Source: an optimization exercise on an open RTL-to-GDS flow (aim: small area, a short achievable clock period and few clock cycles per item). Production flows keep margins and buffers that such runs may drop. Function was checked by simulation only, so behaviour that the tests miss may differ from the original. Power figures rest on the tool's default switching activity, not on a simulated workload.

<file path="flow/design.v">
`default_nettype none
package gmig_pkg;
   localparam int INDEX_WIDTH = 24;
   localparam int CFG_WIDTH   = 13;
   localparam int COUNT_WIDTH = 12;
   localparam int CSR_INDEX_W = 2;
   localparam int IDX_COUNT_W = 3;
   localparam int REQ_DATA_W  = 8;
   localparam int RSP_DATA_W  = ((6 * INDEX_WIDTH + IDX_COUNT_W + 7) / 8) * 8;
   localparam int RSP_USER_W  = 2;
   typedef logic [INDEX_WIDTH-1:0] index_type;
   typedef logic [CFG_WIDTH-1:0]   cfg_type;
   typedef logic [COUNT_WIDTH-1:0] count_type;
   localparam cfg_type CFG_MAX = 13'd4096;
endpackage
`default_nettype wire
`default_nettype none
module gmig_geom (
   input  logic                             clock,
   input  logic                             reset,
   input  logic                             csr_write,
   input  logic [gmig_pkg::CSR_INDEX_W-1:0] csr_index,
   input  gmig_pkg::cfg_type                csr_wdata,
   output gmig_pkg::cfg_type                x_count,
   output gmig_pkg::cfg_type                rows,
   output gmig_pkg::cfg_type                layers,
   output logic                             geo_good,    
   output logic                             geo_ambig    
);
   gmig_pkg::cfg_type x_ff, r_ff, l_ff;
   always_ff @(posedge clock) begin
      if (reset) begin
         x_ff <= 13'd2;
         r_ff <= 13'd1;
         l_ff <= 13'd1;
      end else if (csr_write) begin
         case (csr_index)
            2'd0:    x_ff <= csr_wdata;
            2'd1:    r_ff <= csr_wdata;
            2'd2:    l_ff <= csr_wdata;
            default: x_ff <= x_ff;
         endcase
      end
   end
   function automatic logic [3:0] lg(input logic [12:0] v);
      integer i;
      lg = 4'd0;
      for (i = 1; i < 13; i = i + 1) begin
         if (v[i]) lg = i[3:0];
      end
   endfunction
   function automatic logic in_range(input logic [12:0] v);
      in_range = (v != 13'd0) && (!v[12] || (v[11:0] == 12'd0));
   endfunction
   logic       range_ok;
   logic [5:0] s;
   always_comb begin
      range_ok = in_range(x_ff) && in_range(r_ff) && in_range(l_ff)
              && !((r_ff == 13'd1) && (l_ff != 13'd1));
      s        = 6'(lg(x_ff)) + 6'(lg(r_ff)) + 6'(lg(l_ff));
      geo_good  = range_ok && (s <= 6'd21);
      geo_ambig = range_ok && (s >= 6'd22) && (s <= 6'd24);
   end
   assign x_count = x_ff;
   assign rows    = r_ff;
   assign layers  = l_ff;
endmodule
`default_nettype wire
`default_nettype none
module grid_mesh_index_generator_unit (
   input  logic                              clock,
   input  logic                              reset,
   input  logic                              req_tvalid,
   output logic                              req_tready,
   input  logic [gmig_pkg::REQ_DATA_W-1:0]   req_tdata,    
   output logic                              rsp_tvalid,
   input  logic                              rsp_tready,
   output logic [gmig_pkg::RSP_DATA_W-1:0]   rsp_tdata,
   output logic [gmig_pkg::RSP_USER_W-1:0]   rsp_tuser,    
   output logic                              rsp_tlast,
   input  logic                              csr_valid,
   output logic                              csr_ready,
   input  logic [gmig_pkg::CSR_INDEX_W-1:0]  csr_index,
   input  gmig_pkg::cfg_type                 csr_wdata
);
   typedef logic [23:0] idx_t;
   typedef logic [11:0] cnt_t;
   gmig_pkg::cfg_type x, rows, layers;
   logic geo_good, geo_ambig;
   logic csr_hit;
   assign csr_ready = 1'b1;
   assign csr_hit   = csr_valid && (csr_index != 2'd3);
   gmig_geom u_geom (
      .clock     (clock),
      .reset     (reset),
      .csr_write (csr_hit),
      .csr_index (csr_index),
      .csr_wdata (csr_wdata),
      .x_count   (x),
      .rows      (rows),
      .layers    (layers),
      .geo_good  (geo_good),
      .geo_ambig (geo_ambig)
   );
   logic x_is1, x_is2, r_is1, r_is2, l_is1;
   assign x_is1 = (x == 13'd1);
   assign x_is2 = (x == 13'd2);
   assign r_is1 = (rows == 13'd1);
   assign r_is2 = (rows == 13'd2);
   assign l_is1 = (layers == 13'd1);
   idx_t ra, rb, rc, rd, q_ff;
   cnt_t kc, rcn, lc;
   logic half_ff, first_ff;
   logic ph_line, ph_cell, ph_fb, ph_lr;     
   logic rsp_valid_ff, st_exh_ff, st_bad_ff, cnt1_ff, cnt2_ff, last_ff;
   logic chk_run, chk_stage, chk_xfer, exact_done, exact_ok;
   logic [3:0] chk_idx;
   logic [2:0] ext_ff;
   logic stall, take, restart;
   assign stall      = geo_ambig && !exact_done;
   assign req_tready = !stall && (!rsp_valid_ff || rsp_tready);
   assign take       = req_tvalid && req_tready;
   assign restart    = req_tdata[0];
   logic ok;
   assign ok = geo_good || (geo_ambig && exact_ok);
   logic active;
   assign active = ph_line || ph_cell || ph_fb || ph_lr;
   logic k_last, r_last, l_last1, l_last2;
   assign k_last  = (kc == 12'd2);
   assign r_last  = (rcn == 12'd2);
   assign l_last1 = (lc == 12'd1);
   assign l_last2 = (lc == 12'd2);
   logic [12:0] xp1, xm1;
   assign xp1 = x + 13'd1;
   assign xm1 = x - 13'd1;
   idx_t delta;
   logic cin;
   logic ent_fb, ent_lr, cap_q;
   cnt_t kc_s, rc_s, lc_s;
   logic half_s;
   logic s_line, s_cell, s_fb, s_lr;
   always_comb begin
      delta  = '0;
      cin    = 1'b1;
      ent_fb = 1'b0;
      ent_lr = 1'b0;
      cap_q  = 1'b0;
      kc_s   = kc;
      rc_s   = rcn;
      lc_s   = lc;
      half_s = half_ff;
      s_line = ph_line;
      s_cell = ph_cell;
      s_fb   = ph_fb;
      s_lr   = ph_lr;
      if (ph_line) begin
         kc_s = kc - 12'd1;
      end else if (ph_cell) begin
         if (!k_last) begin
            kc_s = kc - 12'd1;
         end else if (!r_last) begin
            kc_s  = x[11:0];
            rc_s  = rcn - 12'd1;
            delta = 24'd1;
         end else if (!l_last1) begin
            kc_s  = x[11:0];
            rc_s  = rows[11:0];
            lc_s  = lc - 12'd1;
            delta = 24'(xp1);
            cap_q = first_ff;
         end else begin
            ent_fb = 1'b1;
            kc_s   = x[11:0];
            lc_s   = layers[11:0];
            half_s = 1'b0;
            s_cell = 1'b0;
            s_fb   = 1'b1;
         end
      end else if (ph_fb) begin
         if (!half_ff) begin
            half_s = 1'b1;
            delta  = q_ff;
         end else if (!k_last) begin
            half_s = 1'b0;
            kc_s   = kc - 12'd1;
            delta  = ~q_ff;
         end else if (!l_last2) begin
            half_s = 1'b0;
            kc_s   = x[11:0];
            lc_s   = lc - 12'd1;
            delta  = 24'd1;
         end else begin
            ent_lr = 1'b1;
            rc_s   = rows[11:0];
            lc_s   = layers[11:0];
            half_s = 1'b0;
            s_fb   = 1'b0;
            s_lr   = 1'b1;
         end
      end else begin   
         if (!half_ff) begin
            half_s = 1'b1;
            delta  = 24'(xm1);
            cin    = 1'b0;
         end else if (!r_last) begin
            half_s = 1'b0;
            rc_s   = rcn - 12'd1;
         end else begin
            half_s = 1'b0;
            rc_s   = rows[11:0];
            lc_s   = lc - 12'd1;
            delta  = 24'(x);
         end
      end
      if (ent_fb) begin
         delta = '0;
      end else if (ent_lr) begin
         delta = 24'(x);
         cin   = 1'b0;
      end
   end
   logic chk_bit;
   idx_t chk_op;
   assign chk_bit = chk_stage ? layers[chk_idx] : rows[chk_idx];
   assign chk_op  = chk_bit ? (chk_stage ? q_ff : 24'(x)) : '0;
   idx_t sum_a, sum_c, sum_d;
   logic [24:0] sum_b;
   idx_t base_b, op_b, base_c, op_c, base_d, op_d;
   logic cin_b, cin_cd;
   logic ent;
   assign ent = ent_fb || ent_lr;
   always_comb begin
      base_b = ent ? '0 : rb;
      op_b   = delta;
      cin_b  = cin;
      if (chk_run) begin
         base_b = chk_xfer ? '0 : {rb[22:0], 1'b0};
         op_b   = chk_xfer ? '0 : chk_op;
         cin_b  = 1'b0;
      end
      base_c = ent ? q_ff : rc;
      op_c   = ent ? 24'(x) : delta;
      base_d = ent ? q_ff : rd;
      op_d   = ent ? (ent_fb ? 24'(xp1) : 24'({x, 1'b0})) : delta;
      cin_cd = ent ? 1'b1 : cin;
   end
   assign sum_a = ra + delta + 24'(cin);
   assign sum_b = 25'(base_b) + 25'(op_b) + 25'(cin_b);
   assign sum_c = base_c + op_c + 24'(cin_cd);
   assign sum_d = base_d + op_d + 24'(cin_cd);
   logic st_line, st_cell, st_lr, st_empty;
   logic [12:0] c_rs, d_rs;
   always_comb begin
      st_line  = r_is1 && l_is1 && !x_is1;
      st_cell  = !x_is1 && !r_is1;
      st_lr    = x_is1 && !l_is1;
      st_empty = !(st_line || st_cell || st_lr);
      c_rs     = x_is1 ? rows : x;
      d_rs     = c_rs + 13'd1;
   end
   idx_t a_n, b_n, c_n, d_n;
   cnt_t kc_n, rc_n, lc_n;
   logic half_n, n_line, n_cell, n_fb, n_lr, resp_ok, resp_exh, fin;
   always_comb begin
      if (restart) begin
         a_n    = '0;
         b_n    = 24'd1;
         c_n    = 24'(c_rs);
         d_n    = 24'(d_rs);
         kc_n   = x[11:0];
         rc_n   = rows[11:0];
         lc_n   = layers[11:0];
         half_n = 1'b0;
         n_line = st_line;
         n_cell = st_cell;
         n_fb   = 1'b0;
         n_lr   = st_lr;
         resp_exh = st_empty;
      end else begin
         a_n    = ent ? '0 : sum_a;
         b_n    = sum_b[23:0];
         c_n    = sum_c;
         d_n    = sum_d;
         kc_n   = kc_s;
         rc_n   = rc_s;
         lc_n   = lc_s;
         half_n = half_s;
         n_line = s_line;
         n_cell = s_cell;
         n_fb   = s_fb;
         n_lr   = s_lr;
         resp_exh = !active;
      end
      resp_ok = ok && !resp_exh;
      fin = (n_line && (kc_n == 12'd2))
         || (n_cell && l_is1 && (kc_n == 12'd2) && (rc_n == 12'd2))
         || (n_lr && half_n && (rc_n == 12'd2) && (lc_n == 12'd2));
   end
   always_ff @(posedge clock) begin
      if (reset) begin
         rsp_valid_ff <= 1'b0;
      end else if (take) begin
         rsp_valid_ff <= 1'b1;
      end else if (rsp_tready) begin
         rsp_valid_ff <= 1'b0;
      end
   end
   always_ff @(posedge clock) begin
      if (reset || csr_hit) begin
         ph_line <= 1'b0;
         ph_cell <= 1'b0;
         ph_fb   <= 1'b0;
         ph_lr   <= 1'b0;
      end else if (take) begin
         ph_line <= resp_ok && !fin && n_line;
         ph_cell <= resp_ok && !fin && n_cell;
         ph_fb   <= resp_ok && !fin && n_fb;
         ph_lr   <= resp_ok && !fin && n_lr;
      end
   end
   always_ff @(posedge clock) begin
      if (take) begin
         ra        <= resp_ok ? a_n : '0;
         rc        <= (resp_ok && !n_line) ? c_n : '0;
         rd        <= (resp_ok && !n_line) ? d_n : '0;
         kc        <= kc_n;
         rcn       <= rc_n;
         lc        <= lc_n;
         half_ff   <= half_n;
         st_bad_ff <= !ok;
         st_exh_ff <= ok && resp_exh;
         cnt1_ff   <= resp_ok;
         cnt2_ff   <= resp_ok && !n_line;
         last_ff   <= resp_ok && fin;
      end
   end
   always_ff @(posedge clock) begin
      if (take) begin
         rb <= resp_ok ? b_n : '0;
      end else if (chk_run) begin
         rb <= sum_b[23:0];
      end
   end
   always_ff @(posedge clock) begin
      if (take) begin
         first_ff <= restart ? 1'b1 : (first_ff && !cap_q);
      end
   end
   always_ff @(posedge clock) begin
      if (take && !restart && cap_q) begin
         q_ff <= rb;
      end else if (chk_run && chk_xfer) begin
         q_ff <= rb;
      end
   end
   logic [2:0] ext_n;
   assign ext_n = {ext_ff[1:0], rb[23]} + 3'(sum_b[24]);
   always_ff @(posedge clock) begin
      if (reset || csr_hit) begin
         chk_run    <= 1'b0;
         exact_done <= 1'b0;
         exact_ok   <= 1'b0;
      end else if (!chk_run) begin
         if (stall && !rsp_valid_ff) begin
            chk_run   <= 1'b1;
            chk_stage <= 1'b0;
            chk_xfer  <= 1'b1;
            chk_idx   <= 4'd12;
            ext_ff    <= 3'd0;
         end
      end else if (chk_xfer) begin
         chk_xfer <= 1'b0;
         if (ext_ff != 3'd0) begin
            chk_run    <= 1'b0;
            exact_done <= 1'b1;
            exact_ok   <= 1'b1;
         end
      end else begin
         ext_ff  <= ext_n;
         chk_idx <= chk_idx - 4'd1;
         if (chk_idx == 4'd0) begin
            if (!chk_stage) begin
               chk_stage <= 1'b1;
               chk_xfer  <= 1'b1;
               chk_idx   <= 4'd12;
            end else begin
               chk_run    <= 1'b0;
               exact_done <= 1'b1;
               exact_ok   <= (ext_n == 3'd0) || ((ext_n == 3'd1) && (sum_b[23:0] == '0));
            end
         end
      end
   end
   assign rsp_tvalid = rsp_valid_ff;
   assign rsp_tdata  = {5'd0, cnt2_ff, cnt1_ff, 1'b0,
                        rb & {24{cnt2_ff}}, rc, rd, rc, rb, ra};
   assign rsp_tuser  = {st_bad_ff, st_exh_ff};
   assign rsp_tlast  = last_ff;
endmodule
`default_nettype wire
</file>
<file path="flow/run.sh">
#!/bin/bash
# synth_recipe.tcl (not shown) runs the flow's synth.tcl, then flattens the netlist and writes it again
# the make line also repeats each setting of config.mk as NAME=value (left out here)
make -C /OpenROAD-flow-scripts/flow DESIGN_CONFIG=/design/flow/config.mk WORK_HOME=/design/flow/orfs CLKGATE_MAP_FILE= SYNTH_SCRIPT=/design/flow/synth_recipe.tcl finish
</file>
<file path="flow/config.mk">
export PLATFORM = sky130hd
export DESIGN_NAME = grid_mesh_index_generator_unit
export DESIGN_NICKNAME = grid_mesh_index_generator_unit
export VERILOG_FILES = /design/flow/design.v
export SDC_FILE = /design/flow/constraint.sdc
export NUM_CORES = 4
export LEC_CHECK = 0
export CAP_MARGIN = 20
export CORE_MARGIN = 2
export CORE_UTILIZATION = 40
export PLACE_DENSITY = 0.6
export SLEW_MARGIN = 20
</file>
<file path="flow/constraint.sdc">
create_clock -name core_clock -period 8.0 [get_ports {clock}]
set_input_delay 1.6000 -clock core_clock [delete_from_list [all_inputs] [get_ports {clock}]]
set_output_delay 1.6000 -clock core_clock [all_outputs]
set_load 0.01 [all_outputs]
</file>
==> metrics.log <==
INFO  metric detail_route.wl_per_cell = 24.45 microns
INFO  metric cpMostUsedCell = sky130_fd_sc_hd__nor2_1
INFO  metric antenna_violations_before_repair = 2
INFO  metric vdd_ir_drop_max = 0.1619 mV
INFO  metric synth_area = 21220 sq um
INFO  metric worst_hold_path_type = flop to flop
INFO  metric setup.worst_path.end_class = output pin
INFO  metric globalRouteTotalUtil = 30.23%
INFO  metric initial_standard_cell_utilization_of_the_core = 40.37%
INFO  metric synth.lib_cells_used.distinct = 98
INFO  metric power_density = 183.7 nW/um^2
INFO  metric die_y = 234.3 microns
INFO  metric worst_ep_arrival_time = 6.02 ns
INFO  metric worst-r2r-setup-slack = 0.59 ns
INFO  metric timing.max_slew.rel_slack = 28.02%
INFO  metric synth_edf_count = 172
INFO  metric detailed_place_hpwl = 64030 microns
INFO  metric yosys_most_used_dff = sky130_fd_sc_hd__edfxtp_1
INFO  metric clk_root_buffer_cell = sky130_fd_sc_hd__clkbuf_16
INFO  metric vias_per_cell = 6.336
INFO  metric tightestPinTransition = 1.076 ns
INFO  metric instances_no_fill = 3477
INFO  metric finalWeightedCongestion = 1.060
INFO  metric clk_pin_slew = 0.06 ns
INFO  metric hold_depth = 1
INFO  metric crit_required = 6.40 ns
INFO  metric synth_commonest_cells = 343 x sky130_fd_sc_hd__nand2_1, 286 x sky130_fd_sc_hd__nor2_1, 224 x sky130_fd_sc_hd__a21oi_1
INFO  metric crit_path_top_delay_cell = sky130_fd_sc_hd__dfxtp_1
INFO  metric post-synth-top-area-cell = sky130_fd_sc_hd__edfxtp_1
INFO  metric reg2reg_depth = 31
INFO  metric port-buffer-count = 171
INFO  metric cts_tree = yes
INFO  metric synth_seq_area_share = 28.78%
INFO  metric share_of_post_route_cells_with_drive_strength_above_1 = 8.501%
INFO  metric mean_syn_cell_area = 7.917 sq um
INFO  metric cts-hold-fix-buffers = 0
INFO  metric final.setup_skew = 0.01465 ns
INFO  metric top_level_pins = 186
INFO  metric worstHoldEndpoint = exact_done$_SDFFE_PN0P_
INFO  metric post_detailed_route_count_of_antenna_violating_nets = 0
INFO  metric crit-reg2reg-capture = exact_ok$_SDFFE_PN0P_
INFO  metric synth-async-reset-ratio = 0%
INFO  metric cts_buffers = 28
INFO  metric placed_cells_incl_taps = 3427
INFO  metric die_x = 234.3 microns
INFO  metric core_area = 52550 sq um
INFO  metric status = timing/DRC/antenna clean
INFO  metric area_growth_syn_to_layout = 15.80%
INFO  metric maxClockFrequency = 131.2 MHz
INFO  metric final_hold_viol_count = 0
INFO  metric globalRoute.totalOverflow = 0
INFO  metric synth_most_common_cell = sky130_fd_sc_hd__nand2_1
INFO  metric wirelength_met1 = 37470 microns
INFO  metric postSynthRegisterBits = 219
INFO  metric cp_max_fo = 13
INFO  metric path_class = flop to output pin
INFO  metric highest-signal-layer = met4
INFO  metric fin_util = 46.75%
INFO  metric yosys-top-cells-area = sky130_fd_sc_hd__edfxtp_1 24%, sky130_fd_sc_hd__ha_1 6.6%, sky130_fd_sc_hd__nand2_1 6.1%
INFO  metric post_synth_inst_count = 2680
INFO  metric detailed_routing_iteration_count_for_the_pre_antenna_repair_pass = 6
INFO  metric critPathMaxStageDelay = 0.91 ns
INFO  metric maximum_number_of_pins_on_one_net_before_global_route_repair = 54
INFO  metric design.final.nets = 2919
INFO  metric grt_first_pass_wirelength = 127200 microns
INFO  metric yosysTopAreaCellShare = 24.34%
INFO  metric timing_max_transition_violations_final = 0
INFO  metric crit_path_start_kind = flop
INFO  metric synth_warnings = 2
INFO  metric dr_total_vias = 22030
INFO  metric clkLatencyLatePin = 0.58 ns
INFO  metric met2_wirelength = 35370 microns
INFO  metric postCtsSetupRepairBufs = 0
INFO  metric max_cap_viol_count = 0
INFO  metric static-leakage-power = 9.865 nW
INFO  metric rr_startpoint = rcn[0]$_DFFE_PN_
INFO  metric drc = 0
INFO  metric totalWireLength = 85000 microns
INFO  metric unrepaired_setup_endpoints_after_global_routing = false
INFO  metric fin_area = 24570 sq um
INFO  metric rows = 84
INFO  metric cts_sinks = 219
INFO  metric grt_pass1_vias = 20380
INFO  metric initialDrtViolationCount = 2778
INFO  metric cts.htree.levels = 1
INFO  metric timing.critical_path.cells = inv_1 > a21oi_1 > o21bai_1 > a21oi_1 > nor2_1 > nor2_1 > nor2_1 > nor2_1 > nor2_1 > ha_1 > inv_1 > fa_1 > inv_1 > ha_1 > a21o_1 > a21o_1 > xnor2_1 > nor2b_1 > a31o_2 > a41oi_1 > clkdlybuf4s50_1
INFO  metric timing.hold.ws = 0.4759 ns
INFO  metric holdCritStartpoint = exact_done$_SDFFE_PN0P_
INFO  metric tns = 0 ns
INFO  metric final.min_clock_period = 7.620 ns
INFO  metric nFillCells = 5186
INFO  metric die_area = 54900 sq um
INFO  metric placed_inst_area = 23640 sq um
INFO  metric met3_wirelength = 9173 microns
INFO  metric cts-root-to-sink-buffers = 3
INFO  metric layout_worst_path_cycle_share = 95.25%
INFO  metric setup-violations-final = 0
INFO  metric post_cts_resized = 0
## flip-flops by register name, indices dropped and copies added, names as in the netlist, 3 cells and up
register     count
chk_idx          4
ext_ff           3
kc              12
lc              12
q_ff            24
ra              24
rb              24
rc              24
rcn             12
rd              24
u_geom.l_ff     13
u_geom.r_ff     13
u_geom.x_ff     13
## report_power, final
group / switching [mW] / internal (mW)
combinational: 0.910 / 0.700
sequential: 0.196 / 1.41
clock: 0.532 / 0.762
## worst max-delay path: cells and delay by family (launching register included)
kind,cells,cell delay (ns)
xor+xnor,1,0.29
fa+ha+maj,3,0.90
flops,1,0.91
compound gates,7,1.74
buf+inv,4,1.08
simple gates,6,0.54
## how the worst max path moves through the flow
| stage | start | depth (start not counted) | end |
|---|---|---|---|
| CTS | u_geom.x_ff[2]$_SDFFE_PP0P_ | 21 | req_tready |
| detailed placement | lc[6]$_DFFE_PN_ | 28 | exact_ok$_SDFFE_PN0P_ |
| floorplan | u_geom.x_ff[2]$_SDFFE_PP0P_ | 25 | rb[0]$_DFFE_PP_ |
| global placement | lc[6]$_DFFE_PN_ | 28 | exact_ok$_SDFFE_PN0P_ |
| finish | u_geom.x_ff[2]$_SDFFE_PP0P_ | 21 | req_tready |
| global route | u_geom.x_ff[2]$_SDFFE_PP0P_ | 21 | req_tready |
## per-stage QoR
stage	setup WS, ns	power (mW)
after floorplan	1.232	2.598
after global placement	0.7775	3.185
after detailed placement	0.7268	3.207
after CTS	0.5092	4.518
after global routing	0.1725	4.749
final	0.3801	4.513
## final cells by class
| type | count | area, sq um | share of cell area (%) |
|---|---|---|---|
| repair buffers | 273 | 2489 | 10.13 |
| clock buffers | 37 | 839.6 | 3.417 |
| multi-input cells | 2158 | 13850 | 56.37 |
| clock inverters | 12 | 86.33 | 0.3514 |
| inverters | 89 | 336.6 | 1.370 |
| well taps | 688 | 860.8 | 3.504 |
| diodes | 1 | 2.502 | 0.01019 |
| flip-flops and latches | 219 | 6106 | 24.85 |
## placed cells by master (no fill, tap or decap), types with 17 or more instances in the layout
master	count
sky130_fd_sc_hd__edfxtp_1	172
sky130_fd_sc_hd__clkdlybuf4s50_1	170
sky130_fd_sc_hd__ha_1	112
sky130_fd_sc_hd__nor2_1	285
sky130_fd_sc_hd__nand2_1	342
sky130_fd_sc_hd__and3_1	26
sky130_fd_sc_hd__o21ai_0	109
sky130_fd_sc_hd__nor3_1	85
sky130_fd_sc_hd__and2_1	41
sky130_fd_sc_hd__o31ai_1	27
sky130_fd_sc_hd__clkbuf_16	32
sky130_fd_sc_hd__a211oi_1	39
sky130_fd_sc_hd__xnor2_1	60
sky130_fd_sc_hd__nand3_1	69
sky130_fd_sc_hd__o22ai_1	17
sky130_fd_sc_hd__a22o_1	38
sky130_fd_sc_hd__xor2_1	43
sky130_fd_sc_hd__or3_1	29
sky130_fd_sc_hd__o211ai_1	31
sky130_fd_sc_hd__nor4_1	34
sky130_fd_sc_hd__nand4_1	36
sky130_fd_sc_hd__o21a_1	19
sky130_fd_sc_hd__nor2b_1	19
sky130_fd_sc_hd__buf_4	100
sky130_fd_sc_hd__dfxtp_1	47
sky130_fd_sc_hd__mux2i_1	26
sky130_fd_sc_hd__nand2b_1	29
sky130_fd_sc_hd__a31oi_1	33
sky130_fd_sc_hd__inv_1	87
sky130_fd_sc_hd__a21oi_1	224
sky130_fd_sc_hd__a21o_1	47
## per-layer routing
| metal | vias up | GRT usage [%] |
|---|---|---|
| met3 | 192 | 6.493 |
| met2 | 1207 | 44.35 |
| li1 | 10090 | - |
| met5 | - | 0 |
| met4 | 0 | 9.611 |
| met1 | 10540 | 43.95 |
## cells by family after synthesis
logic type	after synthesis	share of synthesized area (%)
other	2	0.03540
buffers and inverters	308	6.198
AOI/OAI and AO/OA	781	24.97
DFF	219	28.78
adders and majority gates	122	7.548
and+or+nand+nor	1098	25.51
xor gates and xnor gates	103	4.252
muxes	47	2.713
Testbench counts, summed over its fixed seeds: cycles 23,230, items 23,024.

## static timing again, ports no longer ideal
The results above use ideal ports. As a check the final layout listed here was re-extracted and re-timed, cells and wires unchanged.
Step 1, drivers: a clkbuf_16 drives clock and a buf_2 each remaining input, both assumed.
Step 2 moves the port delays by t, midway between the first and last clock arrival at a register: inputs arrive t later, outputs are due t later. That takes back most of the time a late clock gives input paths.
a / b / c = ideal ports / drivers / drivers and shift; a / b = the first two.
t, ns: 0.633
setup WS [ns]: 0.380 / 0.321 / 0.591
hold WS [ns]: 0.476 / 0.476 / 0.476
After both steps setup and hold are still met in this run. The setup slack of this run moves by -0.059 ns with the drivers and by +0.211 ns with both steps.
